Background: an optimization exercise with open tools, aiming at a short achievable clock period and few clock cycles per item. Do not read the settings as production practice.
The RTL was checked by simulation tests, not by an equivalence proof against the original design.
Power figures rest on the tool's default switching activity, not on a simulated workload.

`design/flow/config.mk`:
```
export PLATFORM = sky130hd
export DESIGN_NAME = cpu_top
export DESIGN_NICKNAME = cpu_top
export VERILOG_FILES = /design/flow/design.v
export SDC_FILE = /design/flow/constraint.sdc
export NUM_CORES = 4
export LEC_CHECK = 0
export CAP_MARGIN = 20
export CORE_MARGIN = 2
export CORE_UTILIZATION = 35
export SETUP_SLACK_MARGIN = 3.1
export SLEW_MARGIN = 20
export SYNTH_HIERARCHICAL = 1
export TNS_END_PERCENT = 50
```
`design/flow/constraint.sdc`:
```
create_clock -name core_clock -period 6.3 [get_ports {clk}]
set_input_delay 1.2600 -clock core_clock [delete_from_list [all_inputs] [get_ports {clk}]]
set_output_delay 1.2600 -clock core_clock [all_outputs]
set_load 0.01 [all_outputs]
```
`design/flow/design.v`:
```
`timescale 1ns/1ps
`default_nettype none
package cpu_pkg;
  localparam int XLEN       = 32;
  localparam int REG_ADDR_W = 5;
  typedef logic [XLEN-1:0]       word_t;
  typedef logic [REG_ADDR_W-1:0] reg_addr_t;
  localparam word_t BOOT_ADDR = '0;
  typedef enum logic [6:0] {
    OP     = 7'b0110011,
    OP_IMM = 7'b0010011,
    LOAD   = 7'b0000011,
    STORE  = 7'b0100011,
    BRANCH = 7'b1100011
  } opcode_e;
  localparam logic [2:0] F3_ADD_SUB = 3'b000;
  localparam logic [2:0] F3_SLT     = 3'b010;
  localparam logic [2:0] F3_XOR     = 3'b100;
  localparam logic [2:0] F3_OR      = 3'b110;
  localparam logic [2:0] F3_AND     = 3'b111;
  localparam logic [2:0] F3_BEQ = 3'b000;
  localparam logic [2:0] F3_BNE = 3'b001;
  typedef enum logic [2:0] {
    ALU_ADD,
    ALU_SUB,
    ALU_AND,
    ALU_OR,
    ALU_XOR,
    ALU_SLT
  } alu_op_e;
  typedef enum logic [1:0] {
    FWD_RF,
    FWD_MEM,
    FWD_WB
  } fwd_sel_e;
endpackage
`default_nettype wire
`timescale 1ns/1ps
`default_nettype none
module if_stage (
  input  logic [31:0] instr_i,
  input  logic [31:0] pc_i,
  input  logic        stall_i,
  input  logic        loop_exit_i,  
  output logic        pred_o,
  output logic [31:0] next_o,       
  output logic [31:0] alt_o         
);
  logic        is_br;
  logic        same;
  logic        pred;
  logic        neg;
  logic [12:0] bimm;
  logic [13:0] tgt_lo;
  logic        c;
  logic [31:0] pc4;
  logic [18:0] pc_hi, hi_p1, hi_m1;
  logic [18:0] tgt_hi1, tgt_hi0;    
  logic [18:0] next_hi1, next_hi0, alt_hi1, alt_hi0;
  assign is_br = (instr_i[6:0] == 7'b1100011);
  assign same  = (instr_i[19:15] == instr_i[24:20]);
  assign pred  = is_br && (same ? !instr_i[12] :
                                  (instr_i[31] ? !loop_exit_i : instr_i[12]));
  assign neg   = instr_i[31];
  assign bimm   = {instr_i[31], instr_i[7], instr_i[30:25], instr_i[11:8], 1'b0};
  assign tgt_lo = {1'b0, pc_i[12:0]} + {1'b0, bimm};
  assign c      = tgt_lo[13];
  assign pc4   = pc_i + 32'd4;
  assign pc_hi = pc_i[31:13];
  assign hi_p1 = pc_hi + 19'd1;
  assign hi_m1 = pc_hi - 19'd1;
  assign tgt_hi1 = neg ? pc_hi : hi_p1;
  assign tgt_hi0 = neg ? hi_m1 : pc_hi;
  assign next_hi1 = stall_i ? pc_hi : (pred ? tgt_hi1 : pc4[31:13]);
  assign next_hi0 = stall_i ? pc_hi : (pred ? tgt_hi0 : pc4[31:13]);
  assign alt_hi1  = pred ? pc4[31:13] : tgt_hi1;
  assign alt_hi0  = pred ? pc4[31:13] : tgt_hi0;
  assign next_o[31:13] = c ? next_hi1 : next_hi0;
  assign alt_o[31:13]  = c ? alt_hi1 : alt_hi0;
  assign next_o[12:0]  = stall_i ? pc_i[12:0] : (pred ? tgt_lo[12:0] : pc4[12:0]);
  assign alt_o[12:0]   = pred ? pc4[12:0] : tgt_lo[12:0];
  assign pred_o        = pred;
endmodule
module if_rs_decode (
  input  logic [31:0] instr_i,
  output logic [31:1] rs1_oh_o,
  output logic [31:1] rs2_oh_o
);
  always_comb begin
    for (int i = 1; i < 32; i++) begin
      rs1_oh_o[i] = (instr_i[19:15] == 5'(i));
      rs2_oh_o[i] = (instr_i[24:20] == 5'(i));
    end
  end
endmodule
`default_nettype wire
module loop_lookup #(
  parameter int N = 4
) (
  input  logic [10:0]    tag_i,
  input  logic [N-1:0]   valid_i,
  input  logic [N*11-1:0] tags_i,
  input  logic [N*4-1:0] cur_i,
  input  logic [N*4-1:0] trip_i,
  input  logic [N-1:0]   trip_valid_i,
  output logic           hit_o,
  output logic [N-1:0]   hit_oh_o,
  output logic           exit_o
);
  always_comb begin
    exit_o = 1'b0;
    for (int e = 0; e < N; e++) begin
      hit_oh_o[e] = valid_i[e] && (tags_i[e*11 +: 11] == tag_i);
      if (hit_oh_o[e] && trip_valid_i[e] && (cur_i[e*4 +: 4] == trip_i[e*4 +: 4])) begin
        exit_o = 1'b1;
      end
    end
    hit_o = |hit_oh_o;
  end
endmodule
module loop_update #(
  parameter int N = 4
) (
  input  logic [10:0]     tag_i,
  input  logic [N-1:0]    hit_oh_i,
  input  logic            hit_i,
  input  logic [1:0]      next_i,
  input  logic [N-1:0]    valid_i,
  input  logic [N*11-1:0] tags_i,
  input  logic [N*4-1:0]  cur_i,
  input  logic [N*4-1:0]  trip_i,
  input  logic [N-1:0]    trip_valid_i,
  output logic [N-1:0]    valid_o,
  output logic [N*11-1:0] tags_o,
  output logic [N*4-1:0]  cur_t_o,          
  output logic [N*4-1:0]  cur_n_o,          
  output logic [N*4-1:0]  trip_n_o,         
  output logic [N-1:0]    trip_valid_t_o,
  output logic [N-1:0]    trip_valid_n_o,
  output logic [1:0]      next_o
);
  always_comb begin
    valid_o        = valid_i;
    tags_o         = tags_i;
    cur_t_o        = cur_i;
    cur_n_o        = cur_i;
    trip_n_o       = trip_i;
    trip_valid_t_o = trip_valid_i;
    trip_valid_n_o = trip_valid_i;
    next_o         = hit_i ? next_i : next_i + 2'd1;
    for (int e = 0; e < N; e++) begin
      if (hit_oh_i[e]) begin
        if (cur_i[e*4 +: 4] != 4'hf) cur_t_o[e*4 +: 4] = cur_i[e*4 +: 4] + 4'd1;
        cur_n_o[e*4 +: 4]  = 4'd0;
        trip_n_o[e*4 +: 4] = cur_i[e*4 +: 4];
        trip_valid_n_o[e]  = (cur_i[e*4 +: 4] != 4'hf);
      end else if (!hit_i && (next_i == 2'(e))) begin
        valid_o[e]         = 1'b1;
        tags_o[e*11 +: 11] = tag_i;
        cur_t_o[e*4 +: 4]  = 4'd1;
        cur_n_o[e*4 +: 4]  = 4'd0;
        trip_n_o[e*4 +: 4] = 4'd0;
        trip_valid_t_o[e]  = 1'b0;
        trip_valid_n_o[e]  = 1'b1;
      end
    end
  end
endmodule
`timescale 1ns/1ps
`default_nettype none
module id_stage (
  input  logic [31:0] instr_i,
  input  logic [31:0] rs1_val_i,
  input  logic [31:0] rs2_val_i,
  input  logic [31:0] mem_imm_i,   
  input  logic        fwd1_i,      
  input  logic        fwd2_i,
  output logic [31:0] addr_o,      
  output logic [31:0] b_o,         
  output logic        fwd_a_o,     
  output logic        fwd_b_o,     
  output logic        fwd_s_o,     
  output logic        writes_o,    
  output logic        load_o,
  output logic        store_o,
  output logic        branch_o,
  output logic        loop_o,      
  output logic        bne_o,
  output logic        sub_o,
  output logic        add_o,
  output logic        slt_o,
  output logic        xor_o,
  output logic        or_o,
  output logic        and_o
);
  logic [6:0]  opc;
  logic [2:0]  f3;
  logic [4:0]  rs1, rs2, rd;
  logic        is_op, is_opimm, is_load, is_store, is_br;
  logic [31:0] imm_i;
  assign opc = instr_i[6:0];
  assign f3  = instr_i[14:12];
  assign rs1 = instr_i[19:15];
  assign rs2 = instr_i[24:20];
  assign rd  = instr_i[11:7];
  assign is_op    = (opc == 7'b0110011);
  assign is_opimm = (opc == 7'b0010011);
  assign is_load  = (opc == 7'b0000011);
  assign is_store = (opc == 7'b0100011);
  assign is_br    = (opc == 7'b1100011);
  assign imm_i = {{20{instr_i[31]}}, instr_i[31:20]};
  always_comb begin
    sub_o = 1'b0;
    add_o = 1'b0;
    slt_o = 1'b0;
    xor_o = 1'b0;
    or_o  = 1'b0;
    and_o = 1'b0;
    if (is_op || is_opimm) begin
      case (f3)
        3'b000:  begin add_o = 1'b1; sub_o = is_op && instr_i[30]; end
        3'b010:  begin slt_o = 1'b1; sub_o = 1'b1; end
        3'b100:  xor_o = 1'b1;
        3'b110:  or_o  = 1'b1;
        3'b111:  and_o = 1'b1;
        default: ;
      endcase
    end
  end
  assign addr_o   = rs1_val_i + mem_imm_i;
  assign b_o      = (is_op || is_br) ? rs2_val_i : imm_i;
  assign fwd_a_o  = fwd1_i;
  assign fwd_s_o  = fwd2_i;
  assign fwd_b_o  = fwd2_i && (is_op || is_br);
  assign writes_o = (is_op || is_opimm || is_load) && (rd != 5'd0);
  assign load_o   = is_load;
  assign store_o  = is_store;
  assign branch_o = is_br;
  assign loop_o   = instr_i[31] && (rs1 != rs2);
  assign bne_o    = f3[0];
endmodule
`default_nettype wire
`timescale 1ns/1ps
`default_nettype none
module reg_file (
  input  logic [31*32-1:0] regs_i,
  input  logic [31:1]      sel_oh_i,
  input  logic             byp_i,
  input  logic [31:0]      byp_data_i,
  output logic [31:0]      data_o
);
  logic [31:0] v;
  always_comb begin
    v = '0;
    for (int i = 1; i < 32; i++) begin
      v = v | (regs_i[(i-1)*32 +: 32] & {32{sel_oh_i[i]}});
    end
  end
  assign data_o = byp_i ? byp_data_i : v;
endmodule
`default_nettype wire
`timescale 1ns/1ps
`default_nettype none
module ex_stage (
  input  logic [31:0] a_i,
  input  logic [31:0] b_i,
  input  logic        sub_i,
  input  logic        add_i,
  input  logic        slt_i,
  input  logic        xor_i,
  input  logic        or_i,
  input  logic        and_i,
  output logic [31:0] res_o
);
  logic [32:0] sum;
  logic        lt;
  assign sum = {a_i, 1'b1} + {b_i, sub_i};
  assign lt  = (a_i[31] != b_i[31]) ? sum[32] : a_i[31];
  assign res_o = ({32{add_i}} & sum[32:1])
               | ({32{slt_i}} & {31'd0, lt})
               | ({32{xor_i}} & (a_i ^ b_i))
               | ({32{or_i}}  & (a_i | b_i))
               | ({32{and_i}} & (a_i & b_i));
endmodule
module ex_branch (
  input  logic [31:0] a_i,
  input  logic [31:0] b_i,
  input  logic        bne_i,
  input  logic        pred_i,
  input  logic        branch_i,
  output logic        taken_o,
  output logic        mispredict_o
);
  assign taken_o      = (a_i == b_i) ^ bne_i;
  assign mispredict_o = branch_i && (taken_o != pred_i);
endmodule
`default_nettype wire
module id_branch (
  input  logic [31:0] rs1_i,        
  input  logic [31:0] rs2_i,
  input  logic        fwd1_i,       
  input  logic        fwd2_i,
  input  logic [31:0] ex_a_i,       
  input  logic [31:0] ex_b_i,
  input  logic        ex_cin_i,
  input  logic        ex_add_i,     
  input  logic        bne_i,
  input  logic        pred_i,
  input  logic        branch_i,     
  output logic        resolved_o,   
  output logic        mispredict_o
);
  logic eq_rr, eq_1, eq_2, eq;
  function automatic logic sum_is(logic [31:0] a, logic [31:0] b, logic cin, logic [31:0] k);
    logic [31:0] need_c, gen_c;
    need_c = a ^ b ^ k;
    gen_c  = (a & b) | ((a ^ b) & ~k);
    sum_is = (need_c == {gen_c[30:0], cin});
  endfunction
  assign eq_rr = (rs1_i == rs2_i);
  assign eq_1  = sum_is(ex_a_i, ex_b_i, ex_cin_i, rs2_i);    
  assign eq_2  = sum_is(ex_a_i, ex_b_i, ex_cin_i, rs1_i);    
  assign eq = (!fwd1_i && !fwd2_i && eq_rr) || (fwd1_i && fwd2_i) ||
              (fwd1_i && !fwd2_i && eq_1) || (!fwd1_i && fwd2_i && eq_2);
  assign resolved_o   = branch_i && (!(fwd1_i ^ fwd2_i) || ex_add_i);
  assign mispredict_o = resolved_o && (eq != (pred_i ^ bne_i));
endmodule
`timescale 1ns/1ps
`default_nettype none
module hazard_unit (
  input  logic [31:0] instr_i,      
  input  logic        id_valid_i,
  input  logic        id_writes_i,  
  input  logic [4:0]  id_rd_i,
  input  logic        stall_i,
  input  logic        mispredict_i,
  output logic        stall_d_o
);
  logic mem_op;
  assign mem_op    = (instr_i[6:0] == 7'b0000011) || (instr_i[6:0] == 7'b0100011);
  assign stall_d_o = !mispredict_i && !stall_i && id_valid_i && id_writes_i && mem_op &&
                     (id_rd_i == instr_i[19:15]);
endmodule
`default_nettype wire
`timescale 1ns/1ps
`default_nettype none
module cpu_top (
  input  logic           clk,
  input  logic           rst_n_i,
  input  cpu_pkg::word_t instr_i,
  input  cpu_pkg::word_t dmem_rdata_i,
  output cpu_pkg::word_t imem_addr_o,
  output cpu_pkg::word_t dmem_addr_o,
  output cpu_pkg::word_t dmem_wdata_o,
  output logic           dmem_rd_o,
  output logic           dmem_wr_o
);
  logic [31:0] pc_q;
  logic        id_valid_q;
  logic [31:0] id_instr_q;
  logic        id_pred_q;
  logic [31:0] id_alt_pc_q;     
  logic [10:0] id_tag_q;        
  logic [31:0] id_rs1_q;        
  logic [31:0] id_rs2_q;
  logic [31:0] id_mem_imm_q;    
  logic        id_fwd1_q;       
  logic        id_fwd2_q;
  logic        stall;           
  logic        ex_we_q;         
  logic        ex_load_q;       
  logic        ex_store_q;      
  logic        ex_branch_q;
  logic        ex_check_q;      
  logic        ex_ld_sel_q;     
  logic [4:0]  ex_rd_q;
  logic [31:0] ex_addr_q;
  logic [31:0] ex_wdata_q;
  logic [31:0] ex_a_q;          
  logic [31:0] ex_b_q;          
  logic        ex_sub_q;
  logic        ex_add_q;
  logic        ex_slt_q;
  logic        ex_xor_q;
  logic        ex_or_q;
  logic        ex_and_q;
  logic        ex_bne_q;
  logic        ex_pred_q;
  logic [31:0] ex_alt_pc_q;
  logic [10:0] ex_tag_q;
  logic        ex_loop_q;       
  logic        wb_we_q;
  logic [4:0]  wb_rd_q;
  logic [31:0] wb_res_q;
  logic [31:0] rf [1:31];
  logic [31*32-1:0] rf_flat;
  localparam int LP_N = 4;
  logic [LP_N-1:0]    lp_valid_q;
  logic [LP_N*11-1:0] lp_tag_q;
  logic [LP_N*4-1:0]  lp_cur_q;
  logic [LP_N*4-1:0]  lp_trip_q;
  logic [LP_N-1:0]    lp_trip_valid_q;
  logic [1:0]         lp_next_q;    
  logic               lp_upd_q;     
  logic               lp_taken_q;
  logic [10:0]        lp_upd_tag_q;
  always_comb begin
    for (int i = 1; i < 32; i++) begin
      rf_flat[(i-1)*32 +: 32] = rf[i];
    end
  end
  assign imem_addr_o  = pc_q;
  assign dmem_addr_o  = ex_addr_q;
  assign dmem_wdata_o = ex_wdata_q;
  assign dmem_rd_o    = ex_load_q;
  assign dmem_wr_o    = ex_store_q;
  logic        mispredict;
  logic        ex_taken;
  logic [31:0] alu_res;
  logic [31:0] alu_id;          
  logic        if_pred;
  logic [31:0] if_next;
  logic [31:0] if_alt;
  logic [31:0] pc_d;
  logic [31:1] if_rs1_oh, if_rs2_oh;
  logic [31:0] if_rs1, if_rs2;
  logic        lp_exit;
  logic        lp_if_hit_unused;
  logic [LP_N-1:0] lp_if_hit_oh_unused;
  loop_lookup #(.N(LP_N)) lp_if_i (
    .tag_i(pc_q[12:2]), .valid_i(lp_valid_q), .tags_i(lp_tag_q), .cur_i(lp_cur_q),
    .trip_i(lp_trip_q), .trip_valid_i(lp_trip_valid_q), .hit_o(lp_if_hit_unused),
    .hit_oh_o(lp_if_hit_oh_unused), .exit_o(lp_exit)
  );
  if_stage if_stage_i (
    .instr_i(instr_i), .pc_i(pc_q), .stall_i(stall), .loop_exit_i(lp_exit),
    .pred_o(if_pred), .next_o(if_next), .alt_o(if_alt)
  );
  if_rs_decode if_rs_decode_i (
    .instr_i(instr_i), .rs1_oh_o(if_rs1_oh), .rs2_oh_o(if_rs2_oh)
  );
  reg_file rd1_i (
    .regs_i(rf_flat), .sel_oh_i(if_rs1_oh), .byp_i(wb_we_q && (wb_rd_q == instr_i[19:15])),
    .byp_data_i(wb_res_q), .data_o(if_rs1)
  );
  reg_file rd2_i (
    .regs_i(rf_flat), .sel_oh_i(if_rs2_oh), .byp_i(wb_we_q && (wb_rd_q == instr_i[24:20])),
    .byp_data_i(wb_res_q), .data_o(if_rs2)
  );
  logic id_mispredict;
  logic id_mispredict_hi;      
  assign pc_d[15:0]  = mispredict ? ex_alt_pc_q[15:0] :
                       (id_mispredict ? id_alt_pc_q[15:0] : if_next[15:0]);
  assign pc_d[31:16] = mispredict ? ex_alt_pc_q[31:16] :
                       (id_mispredict_hi ? id_alt_pc_q[31:16] : if_next[31:16]);
  always_ff @(posedge clk or negedge rst_n_i) begin
    if (!rst_n_i) begin
      pc_q <= '0;
    end else begin
      pc_q <= pc_d;
    end
  end
  always_ff @(posedge clk or negedge rst_n_i) begin
    if (!rst_n_i) begin
      id_valid_q <= 1'b0;
    end else if (mispredict || id_mispredict) begin
      id_valid_q <= 1'b0;
    end else if (!stall) begin
      id_valid_q <= 1'b1;
    end
  end
  logic [31:0] id_rs1, id_rs2;
  assign id_rs1 = id_rs1_q;
  assign id_rs2 = id_rs2_q;
  always_ff @(posedge clk) begin
    if (!stall) begin
      id_rs1_q  <= (ex_we_q && (ex_rd_q == instr_i[19:15])) ? alu_id : if_rs1;
      id_rs2_q  <= (ex_we_q && (ex_rd_q == instr_i[24:20])) ? alu_id : if_rs2;
      id_fwd1_q <= id_valid_q && id_writes && (id_instr_q[11:7] == instr_i[19:15]);
      id_fwd2_q <= id_valid_q && id_writes && (id_instr_q[11:7] == instr_i[24:20]);
    end else begin
      id_rs1_q  <= (ex_we_q && (ex_rd_q == id_instr_q[19:15])) ? alu_id : id_rs1_q;
      id_rs2_q  <= (ex_we_q && (ex_rd_q == id_instr_q[24:20])) ? alu_id : id_rs2_q;
      id_fwd1_q <= 1'b0;
      id_fwd2_q <= 1'b0;
    end
  end
  always_ff @(posedge clk) begin
    if (!stall) begin
      id_instr_q  <= instr_i;
      id_tag_q    <= pc_q[12:2];
      id_pred_q   <= if_pred;
      id_alt_pc_q <= if_alt;
      id_mem_imm_q <= (instr_i[6:4] == 3'b010) ?
                      {{20{instr_i[31]}}, instr_i[31:25], instr_i[11:7]} :
                      {{20{instr_i[31]}}, instr_i[31:20]};
    end
  end
  logic [31:0] id_addr, id_b;
  logic        id_fa, id_fb, id_fs;
  logic        id_writes, id_load, id_store, id_branch, id_loop, id_bne;
  logic        id_sub, id_add, id_slt, id_xor, id_or, id_and;
  id_stage id_stage_i (
    .instr_i(id_instr_q), .rs1_val_i(id_rs1), .rs2_val_i(id_rs2), .mem_imm_i(id_mem_imm_q),
    .fwd1_i(id_fwd1_q), .fwd2_i(id_fwd2_q),
    .addr_o(id_addr), .b_o(id_b), .fwd_a_o(id_fa), .fwd_b_o(id_fb), .fwd_s_o(id_fs),
    .writes_o(id_writes), .load_o(id_load), .store_o(id_store), .branch_o(id_branch),
    .loop_o(id_loop), .bne_o(id_bne), .sub_o(id_sub), .add_o(id_add), .slt_o(id_slt),
    .xor_o(id_xor), .or_o(id_or), .and_o(id_and)
  );
  logic stall_d;
  hazard_unit hazard_unit_i (
    .instr_i(instr_i), .id_valid_i(id_valid_q), .id_writes_i(id_writes),
    .id_rd_i(id_instr_q[11:7]), .stall_i(stall), .mispredict_i(mispredict),
    .stall_d_o(stall_d)
  );
  always_ff @(posedge clk or negedge rst_n_i) begin
    if (!rst_n_i) begin
      stall <= 1'b0;
    end else begin
      stall <= stall_d;
    end
  end
  logic id_go;
  assign id_go = id_valid_q && !stall && !mispredict;
  logic id_resolved;
  id_branch id_branch_i (
    .rs1_i(id_rs1), .rs2_i(id_rs2), .fwd1_i(id_fa), .fwd2_i(id_fs), .ex_a_i(ex_a_q),
    .ex_b_i(ex_b_q), .ex_cin_i(ex_sub_q), .ex_add_i(ex_add_q), .bne_i(id_bne),
    .pred_i(id_pred_q), .branch_i(id_valid_q && id_branch && !mispredict),
    .resolved_o(id_resolved), .mispredict_o(id_mispredict)
  );
  logic id_resolved_unused;
  id_branch id_branch_hi_i (
    .rs1_i(id_rs1), .rs2_i(id_rs2), .fwd1_i(id_fa), .fwd2_i(id_fs), .ex_a_i(ex_a_q),
    .ex_b_i(ex_b_q), .ex_cin_i(ex_sub_q), .ex_add_i(ex_add_q), .bne_i(id_bne),
    .pred_i(id_pred_q), .branch_i(id_valid_q && id_branch && !mispredict),
    .resolved_o(id_resolved_unused), .mispredict_o(id_mispredict_hi)
  );
  always_ff @(posedge clk or negedge rst_n_i) begin
    if (!rst_n_i) begin
      ex_we_q     <= 1'b0;
      ex_load_q   <= 1'b0;
      ex_store_q  <= 1'b0;
      ex_branch_q <= 1'b0;
      ex_check_q  <= 1'b0;
    end else begin
      ex_check_q  <= id_go && id_branch && !id_resolved;
      ex_we_q     <= id_go && id_writes;
      ex_load_q   <= id_go && id_load;
      ex_store_q  <= id_go && id_store;
      ex_branch_q <= id_go && id_branch;
    end
  end
  always_ff @(posedge clk) begin
    ex_rd_q     <= id_instr_q[11:7];
    ex_ld_sel_q <= id_load;
    ex_addr_q   <= id_addr;
    ex_wdata_q  <= id_fs ? alu_res : id_rs2;
    ex_a_q      <= id_fa ? alu_fwd : id_rs1;
    case ({id_fb, id_sub})
      2'b11:   ex_b_q <= ~alu_fwd;
      2'b10:   ex_b_q <= alu_fwd;
      2'b01:   ex_b_q <= ~id_b;
      default: ex_b_q <= id_b;
    endcase
    ex_sub_q    <= id_sub;
    ex_add_q    <= id_add;
    ex_slt_q    <= id_slt;
    ex_xor_q    <= id_xor;
    ex_or_q     <= id_or;
    ex_and_q    <= id_and;
    ex_bne_q    <= id_bne;
    ex_pred_q   <= id_pred_q;
    ex_alt_pc_q <= id_alt_pc_q;
    ex_tag_q    <= id_tag_q;
    ex_loop_q   <= id_loop;
  end
  logic [31:0] alu_core;
  logic [31:0] alu_core_fwd;
  logic [31:0] alu_fwd;         
  ex_stage ex_stage_i (
    .a_i(ex_a_q), .b_i(ex_b_q), .sub_i(ex_sub_q), .add_i(ex_add_q), .slt_i(ex_slt_q),
    .xor_i(ex_xor_q), .or_i(ex_or_q), .and_i(ex_and_q), .res_o(alu_core)
  );
  assign alu_res = alu_core | ({32{ex_ld_sel_q}} & dmem_rdata_i);
  ex_stage ex_stage_fwd_i (
    .a_i(ex_a_q), .b_i(ex_b_q), .sub_i(ex_sub_q), .add_i(ex_add_q), .slt_i(ex_slt_q),
    .xor_i(ex_xor_q), .or_i(ex_or_q), .and_i(ex_and_q), .res_o(alu_core_fwd)
  );
  assign alu_fwd = alu_core_fwd | ({32{ex_ld_sel_q}} & dmem_rdata_i);
  logic [31:0] alu_core_id;
  ex_stage ex_stage_id_i (
    .a_i(ex_a_q), .b_i(ex_b_q), .sub_i(ex_sub_q), .add_i(ex_add_q), .slt_i(ex_slt_q),
    .xor_i(ex_xor_q), .or_i(ex_or_q), .and_i(ex_and_q), .res_o(alu_core_id)
  );
  assign alu_id = alu_core_id | ({32{ex_ld_sel_q}} & dmem_rdata_i);
  ex_branch ex_branch_i (
    .a_i(ex_a_q), .b_i(ex_b_q), .bne_i(ex_bne_q), .pred_i(ex_pred_q),
    .branch_i(ex_check_q), .taken_o(ex_taken), .mispredict_o(mispredict)
  );
  always_ff @(posedge clk or negedge rst_n_i) begin
    if (!rst_n_i) begin
      lp_upd_q <= 1'b0;
    end else begin
      lp_upd_q <= ex_branch_q && ex_loop_q;
    end
  end
  always_ff @(posedge clk) begin
    lp_taken_q   <= ex_taken;
    lp_upd_tag_q <= ex_tag_q;
  end
  logic            lp_ex_hit;
  logic [LP_N-1:0] lp_ex_hit_oh;
  logic            lp_ex_exit_unused;
  loop_lookup #(.N(LP_N)) lp_ex_i (
    .tag_i(lp_upd_tag_q), .valid_i(lp_valid_q), .tags_i(lp_tag_q), .cur_i(lp_cur_q),
    .trip_i(lp_trip_q), .trip_valid_i(lp_trip_valid_q), .hit_o(lp_ex_hit),
    .hit_oh_o(lp_ex_hit_oh), .exit_o(lp_ex_exit_unused)
  );
  logic [LP_N-1:0]    lp_valid_d;
  logic [LP_N*11-1:0] lp_tag_d;
  logic [LP_N*4-1:0]  lp_cur_t, lp_cur_n, lp_trip_n;
  logic [LP_N-1:0]    lp_trip_valid_t, lp_trip_valid_n;
  logic [1:0]         lp_next_d;
  loop_update #(.N(LP_N)) lp_upd_i (
    .tag_i(lp_upd_tag_q), .hit_oh_i(lp_ex_hit_oh), .hit_i(lp_ex_hit), .next_i(lp_next_q),
    .valid_i(lp_valid_q), .tags_i(lp_tag_q), .cur_i(lp_cur_q), .trip_i(lp_trip_q),
    .trip_valid_i(lp_trip_valid_q), .valid_o(lp_valid_d), .tags_o(lp_tag_d),
    .cur_t_o(lp_cur_t), .cur_n_o(lp_cur_n), .trip_n_o(lp_trip_n),
    .trip_valid_t_o(lp_trip_valid_t), .trip_valid_n_o(lp_trip_valid_n), .next_o(lp_next_d)
  );
  always_ff @(posedge clk or negedge rst_n_i) begin
    if (!rst_n_i) begin
      lp_valid_q      <= '0;
      lp_tag_q        <= '0;
      lp_cur_q        <= '0;
      lp_trip_q       <= '0;
      lp_trip_valid_q <= '0;
      lp_next_q       <= '0;
    end else if (lp_upd_q) begin
      lp_valid_q      <= lp_valid_d;
      lp_tag_q        <= lp_tag_d;
      lp_next_q       <= lp_next_d;
      lp_cur_q        <= lp_taken_q ? lp_cur_t : lp_cur_n;
      lp_trip_q       <= lp_taken_q ? lp_trip_q : lp_trip_n;
      lp_trip_valid_q <= lp_taken_q ? lp_trip_valid_t : lp_trip_valid_n;
    end
  end
  always_ff @(posedge clk or negedge rst_n_i) begin
    if (!rst_n_i) begin
      wb_we_q <= 1'b0;
    end else begin
      wb_we_q <= ex_we_q;
    end
  end
  always_ff @(posedge clk) begin
    wb_rd_q  <= ex_rd_q;
    wb_res_q <= alu_res;
  end
  always_ff @(posedge clk or negedge rst_n_i) begin
    if (!rst_n_i) begin
      for (int i = 1; i < 32; i++) begin
        rf[i] <= '0;
      end
    end else if (wb_we_q) begin
      rf[wb_rd_q] <= wb_res_q;
    end
  end
endmodule
`default_nettype wire
```
`design/flow/flow/run.sh`:
```
#!/bin/bash
# The standard layout (standard.sh, standard synthesis included), except that the port
# buffers that global placement inserts are sky130_fd_sc_hd__buf_4 rather than the delay
# buffer buffer_ports picks by itself. Every input and output port still gets its buffer.
# The whole output of the make run goes to standard_flow.log in the work folder.
set -euo pipefail
bash standard.sh 'BUFFER_PORTS_ARGS=-buffer_cell sky130_fd_sc_hd__buf_4' finish > standard_flow.log 2>&1
```
`design/flow/standard.sh`:
```
#!/bin/bash
# synth_recipe.tcl (not shown) runs the flow's synth.tcl, then flattens the netlist and writes it again
# the make line also repeats each setting of config.mk as NAME=value (left out here)
make -C /OpenROAD-flow-scripts/flow DESIGN_CONFIG=/design/flow/config.mk WORK_HOME=/design/flow/orfs CLKGATE_MAP_FILE= SYNTH_SCRIPT=/design/flow/synth_recipe.tcl "${@:-finish}"
```
==> metrics.yaml, run 1 <==
dp_cells: 11604
cts_hold_buf: 0
start_util_pct: 35.21
dpl_cell_area_um2: 95940
clk_pin_slew_worst_paths_ns: 0.06
drtAntennaViolNets: 0
dp_hpwl_um: 243400
leakage_nw: 47.99
fin_hold_ws_ns: 0.3250
timing.rr.start: "id_rs2_q[25]"
start_kind: "register"
regArea_um2: 37390
syn_area_um2: 91530
cts_root_buf: "clkbuf_16"
rsz0062_at_grt: "true"
endpoint: "pc_q[25]"
multi_input_area_um2: 52590
die_x_um: 515.4
synth_area_per_cell_um2: 10.86
finClkSkew_ns: 0.07212
htreeDepth: 4
min_from: "ex_tag_q[8]"
hp-class: "reg2reg"
clock_sinks: 1501
ctsLongestPathBuffers: 3
wl_per_cell_um: 31.53
hold_violations: 0
stdcell_count: 12375
ff2ff_path_depth: 12
coreArea_um2: 259900
routed_wl_um: 390100
relSlewSlack_pct: 17.16
crit_required_ns: 6.98
drive_gt1_share_pct: 33.62
grt.total_usage_pct: 28.22
finalSetupViolations: 0
synth_nets: 8874
crit_start: "id_rs2_q[25]"
die_area_um2: 265600
drc: 0
peakVddDrop_v: 0.0002471
gp_congestion: 1.049
reg2reg_setup_slack_ns: 2.85
drtIter0Drc: 10592
path_class: "reg2reg"
drv_slew: 0
cts_tree: "built"
synth_warnings: 14
fp-row-count: 187
grt_pass1_wl_um: 547800
worstPathArrival_ns: 4.13
tightest_slew_ns: 1.243
cts_buffers: 163
total_power_mw: 24.37
fin_setup_tns_ns: 0
status: "complete, no violations"
nets: 9181
grt_antenna_before_repair: 27
drt_first_pass_iters: 9
grt_pass1_vias: 75078
die_y_um: 515.4
power_density_nw_per_um2: 224.0
vias_per_cell: 6.320
drv_cap: 0
ios: 164
fin_crit_ns: 3.449
max_freq_mhz: 289.9
syn_inst: 8425
endpoint_kind: "register"
area_growth_pct: 18.88
fin_crit_sh_pct: 54.75
finalInstanceArea_um2: 108800
clk_latency_ns: 0.89
crit_path_max_fanout: 8
portBuffers: 163
grt_max_degree: 167
n_fill_cell: 24287
overflow: 0
rr_endpoint: "pc_q[25]"
vias: 78211
==> final cells by class <==
class | count | area share (%)
well taps | 3496 | 4.020
clock buffers | 243 | 4.464
inverters | 407 | 1.422
multi-input cells | 5866 | 48.33
flip-flops and latches | 1501 | 34.36
diodes | 13 | 0.02990
repair buffers | 793 | 6.702
clock inverters | 56 | 0.6727
==> routing by layer <==
metal  GRT usage [%]  wire [um]  up-vias
met4           18.69      31290       30
met2           41.51     165600     5315
li1                -          -    31958
met1           35.41     147000    39373
met3           8.836      45610     1535
met5          0.3470        628        -
==> power by group <==
part	leakage, nW	internal, mW	switching [mW]
logic	26.0	1.55	2.02
clock network	2.75	5.72	4.32
registers	19.2	10.2	0.548
==> placed cells by master (no fill, tap or decap), types with 145 or more instances in the layout <==
cell type and instances:
xnor2_1 283, ha_1 181, nand2_1 289, xor2_1 227, dfrtp_1 1110, mux2_2 1148
a22oi_1 331, clkbuf_16 175, inv_1 380, nor2_1 227, buf_4 648, edfxtp_1 145
a221oi_1 253, dfxtp_1 151, a21oi_1 376, o21ai_0 188, a22o_1 334, nand4_1 239
nand3_1 148
==> repair_timing <==
item,in CTS,in global routing
pin swaps,98,157
buffers inserted,287,158
resized for setup,405,338
gates cloned,8,5
endpoints found under the setup margin,297,177
==> how the worst min path moves through the flow <==
stage                     slack, ns         endpoint  cells past startpoint
final                          0.33  lp_upd_tag_q[8]                      0
after global routing           0.33  lp_upd_tag_q[7]                      0
after CTS                      0.32  lp_upd_tag_q[8]                      0
after detailed placement       0.31  lp_upd_tag_q[4]                      0
after global placement         0.31  lp_upd_tag_q[7]                      0
after floorplan                0.31  lp_upd_tag_q[0]                      0
==> sequential cells by signal (all words and copies together) (netlist names), 2 cells and up <==
signal           count
rf                 992
lp_tag_q            44
ex_a_q              32
ex_addr_q           32
ex_alt_pc_q         32
ex_b_q              32
ex_wdata_q          32
id_alt_pc_q         32
id_rs1_q            32
id_rs2_q            32
pc_q                32
wb_res_q            32
id_instr_q          26
lp_cur_q            16
lp_trip_q           16
ex_tag_q            11
id_mem_imm_q        11
id_tag_q            11
lp_upd_tag_q        11
ex_rd_q              5
wb_rd_q              5
lp_trip_valid_q      4
lp_valid_q           4
lp_next_q            2
==> metrics by stage <==
step	setup WS [ns]	utilization, %
3_5_place_dp	1.568	36.91
3_3_place_gp	1.595	36.91
2_1_floorplan	2.673	-
6_report	2.851	41.86
5_1_grt	2.748	41.86
4_1_cts	2.903	40.74
==> critical path, stage by stage (launching register included) <==
cell and delay, ns:
edfxtp_1 0.55, inv_1 0.13, fa_1 0.48, xor2_2 0.34
nand4_1 0.29, nor4_4 0.34, a31oi_2 0.16, nand3_4 0.12
mux2i_4 0.26, buf_6 0.13, buf_12 0.14, mux2i_1 0.19
o21ai_0 0.09
Testbench counts, summed over its fixed seeds: cycles 108,905, instrs 106,229.
==> run 2: changes to the inputs <==
--- a/design/flow/config.mk
+++ b/design/flow/config.mk
@@ -9,6 +9,6 @@
 export CORE_MARGIN = 2
 export CORE_UTILIZATION = 35
-export SETUP_SLACK_MARGIN = 3.1
+export SETUP_SLACK_MARGIN = 3.3
 export SLEW_MARGIN = 20
 export SYNTH_HIERARCHICAL = 1
-export TNS_END_PERCENT = 50
+export TNS_END_PERCENT = 100
==> metrics.yaml, run 2 <==
routed_wl_um: 401000
leakage_nw: 50.19
clk_pin_slew_worst_paths_ns: 0.06
start_kind: "register"
vias_per_cell: 6.285
portBuffers: 163
fin_crit_sh_pct: 56.36
area_growth_pct: 24.83
layout_commonest_cell: "mux2_2"
die_x_um: 515.4
cts_hold_buf: 0
grt.total_usage_pct: 28.75
drive_gt1_share_pct: 38.52
gp_congestion: 1.017
wl_per_cell_um: 31.59
crit_path_max_fanout: 8
worstPathArrival_ns: 4.29
min_from: "ex_tag_q[3]"
critPathTopFamily: "simple AND/OR/NAND/NOR gates"
stdcell_count: 12693
fin_hold_ws_ns: 0.3252
cts_root_buf: "clkbuf_16"
syn_area_um2: 91530
path_class: "reg2reg"
drc: 0
ff2ff_path_depth: 12
critPathBufInv: 3
endpoint_kind: "register"
synth_nets: 8874
drtAntennaViolNets: 0
grt_max_degree: 140
peakVddDrop_v: 0.0003288
largestRegisters: "rf (992), lp_tag_q (44)"
hold_violations: 0
tightest_slew_ns: 1.195
rr_endpoint: "pc_q[14]"
grt_pass1_wl_um: 558100
cts_buffers: 170
dp_hpwl_um: 246400
largest_reg_flops: 992
synth_area_per_cell_um2: 10.86
fin_crit_ns: 3.550
rsz0062_at_grt: "true"
power_density_nw_per_um2: 216.8
drv_slew: 0
drtIter0Drc: 10756
total_power_mw: 24.77
die_y_um: 515.4
reg2reg_setup_slack_ns: 2.75
clk_latency_ns: 0.88
grt_pass1_vias: 76649
synth_warnings: 14
vias: 79773
final_util_pct: 43.96
top_register: "rf"
die_area_um2: 265600
clock_sinks: 1501
crit_required_ns: 7.04
relSlewSlack_pct: 20.22
ctsLongestPathBuffers: 3
ios: 164
drt_first_pass_iters: 9
drv_cap: 0
min_path_cells: 0
coreArea_um2: 259900
max_stage_delay_ns: 0.56
dp_cells: 11636
cts_tree: "built"
start_util_pct: 35.21
nets: 9482
slowest_stage: "fa_1"
timing.rr.start: "id_rs2_q[26]"
syn_inst: 8425
htreeDepth: 4
mostFrequentLayoutCells: "1114 x mux2_2, 1103 x dfrtp_1, 803 x buf_4, 380 x inv_1, 335 x a22o_1"
max_freq_mhz: 281.7
worstHoldEndpoint: "lp_upd_tag_q[3]"
hp-class: "reg2reg"
cp_cell_sequence: "inv_1 > fa_1 > xor2_1 > nand4_1 > nor4_4 > a31oi_4 > nand3_4 > mux2i_4 > buf_6 > buf_16 > mux2i_2 > o21ai_1"
grt_antenna_before_repair: 32
fp-row-count: 187
finClkSkew_ns: 0.06026
fin_setup_tns_ns: 0
overflow: 0
finalSetupViolations: 0
status: "complete, no violations"
run 2: per-layer routing:
layer | wire length, um | vias up | GRT usage, %
met5 | 114 | - | 0
met2 | 172500 | 5378 | 43.12
met4 | 34720 | 16 | 20.92
met3 | 45660 | 1615 | 8.082
met1 | 148000 | 40119 | 35.28
li1 | - | 32645 | -
run 2: metrics by stage:
step / instance area [um2] / setup WS, ns
5_1_grt: 114200 / 2.753
3_5_place_dp: 96660 / 1.415
6_report: 114300 / 2.750
3_3_place_gp: 96650 / 1.418
4_1_cts: 109900 / 2.944
2_1_floorplan: 92400 / 2.674
run 2: layout make-up:
cell class | count | area [um2]
Antenna cell | 20 | 50.05
Clock buffer | 245 | 4922
Clock inverter | 71 | 903.4
Fill cell | 23694 | 145700
Inverter | 407 | 1553
Multi-Input combinational cell | 5868 | 54270
Sequential cell | 1501 | 37400
Tap cell | 3496 | 4374
Timing Repair Buffer | 1085 | 10780
run 2: worst max path at each step:
stage	start	end	slack [ns]	cells after the start
6_report	id_rs2_q[26]	pc_q[14]	2.75	12
5_1_grt	id_rs2_q[24]	pc_q[14]	2.75	13
4_1_cts	pc_q[4]	pc_q[10]	2.94	18
3_5_place_dp	instr_i[24]	id_rs2_q[17]	1.41	8
3_3_place_gp	instr_i[24]	id_rs2_q[17]	1.42	8
2_1_floorplan	instr_i[8]	pc_q[21]	2.67	13
run 2: worst register-to-register path, delay by kind of cell, from the launching register on:
family / cells / cell delay, ns
adder cells (fa/ha/maj): 1 / 0.56
AND/OR/NAND/NOR: 3 / 0.73
flip-flops: 1 / 0.53
multiplexers: 2 / 0.49
XOR/XNOR: 1 / 0.32
buffers and inverters: 3 / 0.43
AO/OA/AOI/OAI: 2 / 0.32
run 2: what timing repair did:
item	4_1_cts	5_1_grt
cloned	16	14
endpoints found under the hold margin	0	0
pin swaps	188	290
setup endpoints to repair	347	230
resized for setup	733	440
buffers inserted	451	240
run 2: power by group:
group | switching (mW) | leakage [nW] | internal, mW
Clock | 4.50 | 2.84 | 5.81
Combinational | 2.01 | 28.1 | 1.59
Sequential | 0.638 | 19.2 | 10.2
Total | 7.15 | 50.2 | 17.6
==> run 3: changes to the inputs <==
--- a/design/flow/design.v
+++ b/design/flow/design.v
@@ -449,9 +449,13 @@
   );
   logic id_mispredict;
-  logic id_mispredict_hi;      
-  assign pc_d[15:0]  = mispredict ? ex_alt_pc_q[15:0] :
-                       (id_mispredict ? id_alt_pc_q[15:0] : if_next[15:0]);
-  assign pc_d[31:16] = mispredict ? ex_alt_pc_q[31:16] :
-                       (id_mispredict_hi ? id_alt_pc_q[31:16] : if_next[31:16]);
+  logic [3:1] id_mispredict_c;   
+  assign pc_d[7:0]   = mispredict ? ex_alt_pc_q[7:0] :
+                       (id_mispredict ? id_alt_pc_q[7:0] : if_next[7:0]);
+  assign pc_d[15:8]  = mispredict ? ex_alt_pc_q[15:8] :
+                       (id_mispredict_c[1] ? id_alt_pc_q[15:8] : if_next[15:8]);
+  assign pc_d[23:16] = mispredict ? ex_alt_pc_q[23:16] :
+                       (id_mispredict_c[2] ? id_alt_pc_q[23:16] : if_next[23:16]);
+  assign pc_d[31:24] = mispredict ? ex_alt_pc_q[31:24] :
+                       (id_mispredict_c[3] ? id_alt_pc_q[31:24] : if_next[31:24]);
   always_ff @(posedge clk or negedge rst_n_i) begin
     if (!rst_n_i) begin
@@ -531,11 +535,13 @@
     .resolved_o(id_resolved), .mispredict_o(id_mispredict)
   );
-  logic id_resolved_unused;
-  id_branch id_branch_hi_i (
-    .rs1_i(id_rs1), .rs2_i(id_rs2), .fwd1_i(id_fa), .fwd2_i(id_fs), .ex_a_i(ex_a_q),
-    .ex_b_i(ex_b_q), .ex_cin_i(ex_sub_q), .ex_add_i(ex_add_q), .bne_i(id_bne),
-    .pred_i(id_pred_q), .branch_i(id_valid_q && id_branch && !mispredict),
-    .resolved_o(id_resolved_unused), .mispredict_o(id_mispredict_hi)
-  );
+  logic [3:1] id_resolved_unused;
+  for (genvar c = 1; c < 4; c++) begin : g_id_branch_copy
+    id_branch id_branch_copy_i (
+      .rs1_i(id_rs1), .rs2_i(id_rs2), .fwd1_i(id_fa), .fwd2_i(id_fs), .ex_a_i(ex_a_q),
+      .ex_b_i(ex_b_q), .ex_cin_i(ex_sub_q), .ex_add_i(ex_add_q), .bne_i(id_bne),
+      .pred_i(id_pred_q), .branch_i(id_valid_q && id_branch && !mispredict),
+      .resolved_o(id_resolved_unused[c]), .mispredict_o(id_mispredict_c[c])
+    );
+  end
   always_ff @(posedge clk or negedge rst_n_i) begin
     if (!rst_n_i) begin
--- a/design/flow/config.mk
+++ b/design/flow/config.mk
@@ -9,6 +9,6 @@
 export CORE_MARGIN = 2
 export CORE_UTILIZATION = 35
-export SETUP_SLACK_MARGIN = 3.3
+export SETUP_SLACK_MARGIN = 3.1
 export SLEW_MARGIN = 20
 export SYNTH_HIERARCHICAL = 1
-export TNS_END_PERCENT = 100
+export TNS_END_PERCENT = 50
==> metrics.yaml, run 3 <==
die_y_um: 530.1
finClkSkew_ns: 0.07403
fin_setup_tns_ns: 0
cts_root_buf: "clkbuf_16"
dpl_cell_area_um2: 102000
cts_buffers: 168
grt_max_degree: 187
nets: 10075
largestRegisters: "rf (992), lp_tag_q (44)"
fin_crit_sh_pct: 56.59
synth_nets: 9546
fin_crit_ns: 3.565
overflow: 0
crit_path_max_fanout: 8
leakage_nw: 51.56
largest_reg_flops: 992
clk_pin_slew_worst_paths_ns: 0.07
wl_per_cell_um: 32.14
mostFrequentLayoutCells: "1112 x mux2_2, 1108 x dfrtp_1, 768 x buf_4, 500 x inv_1, 382 x a21oi_1"
routed_wl_um: 428800
max_stage_delay_ns: 0.51
cts_tree: "built"
dp_hpwl_um: 266100
drt_first_pass_iters: 8
syn_inst: 8965
power_density_nw_per_um2: 210.0
ctsLongestPathBuffers: 4
vias_per_cell: 6.250
peakVddDrop_v: 0.0001909
grt.total_usage_pct: 29.09
hold_violations: 0
vias: 83372
worstPathArrival_ns: 4.26
drc: 0
die_x_um: 530.1
grt_pass1_vias: 80451
rsz0062_at_grt: "true"
cp_cell_sequence: "buf_4 > fa_1 > xnor2_2 > nor4_4 > nand4_1 > or4_4 > nand3_4 > mux2i_2 > buf_6 > mux2i_2 > o21ai_1"
drtAntennaViolNets: 0
coreArea_um2: 276000
path_class: "reg2reg"
layout_commonest_cell: "mux2_2"
max_freq_mhz: 280.5
die_area_um2: 281000
reg2reg_setup_slack_ns: 2.74
synth_warnings: 14
slowest_stage: "fa_1"
drtIter0Drc: 11177
total_power_mw: 24.63
area_growth_pct: 21.07
grt_pass1_wl_um: 593900
relSlewSlack_pct: 29.14
tightest_slew_ns: 1.063
start_util_pct: 35.10
finalInstanceArea_um2: 117300
critPathBufInv: 2
critPathTopFamily: "simple AND/OR/NAND/NOR gates"
cts_hold_buf: 0
synth_area_per_cell_um2: 10.81
crit_required_ns: 6.99
final_util_pct: 42.50
status: "complete, no violations"
drv_cap: 0
drv_slew: 0
clock_sinks: 1501
grt_antenna_before_repair: 24
finalSetupViolations: 0
start_kind: "register"
drive_gt1_share_pct: 33.15
endpoint_kind: "register"
portBuffers: 163
htreeDepth: 4
syn_area_um2: 96890
gp_congestion: 1.010
clk_latency_ns: 0.90
fp-row-count: 193
hp-class: "reg2reg"
crit_top_cell: "mux2i_2"
top_register: "rf"
ios: 164
-- run 3: report_power, final --
part | internal (mW) | switching, mW | total [mW] | leakage [nW]
combinational | 1.63 | 2.14 | 3.77 | 29.7
sequential | 10.2 | 0.591 | 10.8 | 19.2
clock | 5.75 | 4.30 | 10.1 | 2.68
-- run 3: worst paths after layout --
path,from,endpoint,cells after the start
worst max-delay path,ex_a_q[9],pc_q[22],11
worst min-delay path,ex_tag_q[9],lp_upd_tag_q[9],0
worst max register to register,ex_a_q[9],pc_q[22],11
worst min register to register,ex_tag_q[9],lp_upd_tag_q[9],0
max in group asynchronous,rst_n_i,rf[19][30],3
min in group asynchronous,rst_n_i,rf[19][7],1
-- run 3: layer usage --
layer,track usage (%),part of all wire [%],vias up
li1,-,-,34049
met1,36.54,37,42481
met2,43.83,43,5416
met3,8.456,12,1416
met4,18.07,7.5,10
met5,0,0.014,-
-- run 3: cell type report --
class	instances	area, um2
fillers	25784	158700
multi-input cells	6275	57650
flip-flops and latches	1501	37370
repair buffers	1011	10120
clock buffers	241	4800
well taps	3705	4636
inverters	537	2051
clock inverters	54	635.6
diodes	16	40.04
-- run 3: stage by stage --
step                      cells  setup WS (ns)  hold slack (ns)
final                     13340          2.735           0.3250
after global placement    12402          1.477           0.3108
after floorplan            8965          2.672           0.3096
after global routing      13336          2.642           0.3289
after CTS                 13150          2.859           0.3254
after detailed placement  12403          1.455           0.3121
-- run 3: repair_timing --
action | CTS | global route
pin swaps | 119 | 149
cloned | 7 | 17
buffers inserted | 445 | 156
resized for setup | 475 | 357
setup endpoints to repair | 327 | 169
Testbench counts of run 3, summed over its fixed seeds: cycles 108,905, instrs 106,229.

## separate check: timing with driven ports
In the flow no input, the clock included, has a driving cell. The finished layouts below were timed again as built, in two steps.
Step 1 sets driving cells, clkbuf_16 on the clock port and buf_2 on the other inputs (assumed; they add their load-dependent delay and slew).
Step 2 also shifts input and output timing later by t, the mid clock arrival at the registers, as if the neighbouring blocks saw the same clock.
Three values: ideal ports, drivers, drivers and shift; two values: the first two.
run	shift t [ns]	slack for setup (ns)	worst setup path at the end	latest minus earliest clock arrival (ns)
run 1	0.960	2.851 / 2.851 / 2.024	input to register	0.076 / 0.076
run 2	0.943	2.750 / 2.750 / 2.016	input to register	0.075 / 0.074
run 3	0.955	2.735 / 2.735 / 2.050	input to register	0.095 / 0.095
After both steps every run listed still meets setup and hold. For run 1, which loses most, drivers alone change the setup slack by 0.000 ns; drivers and shift together by -0.827 ns.
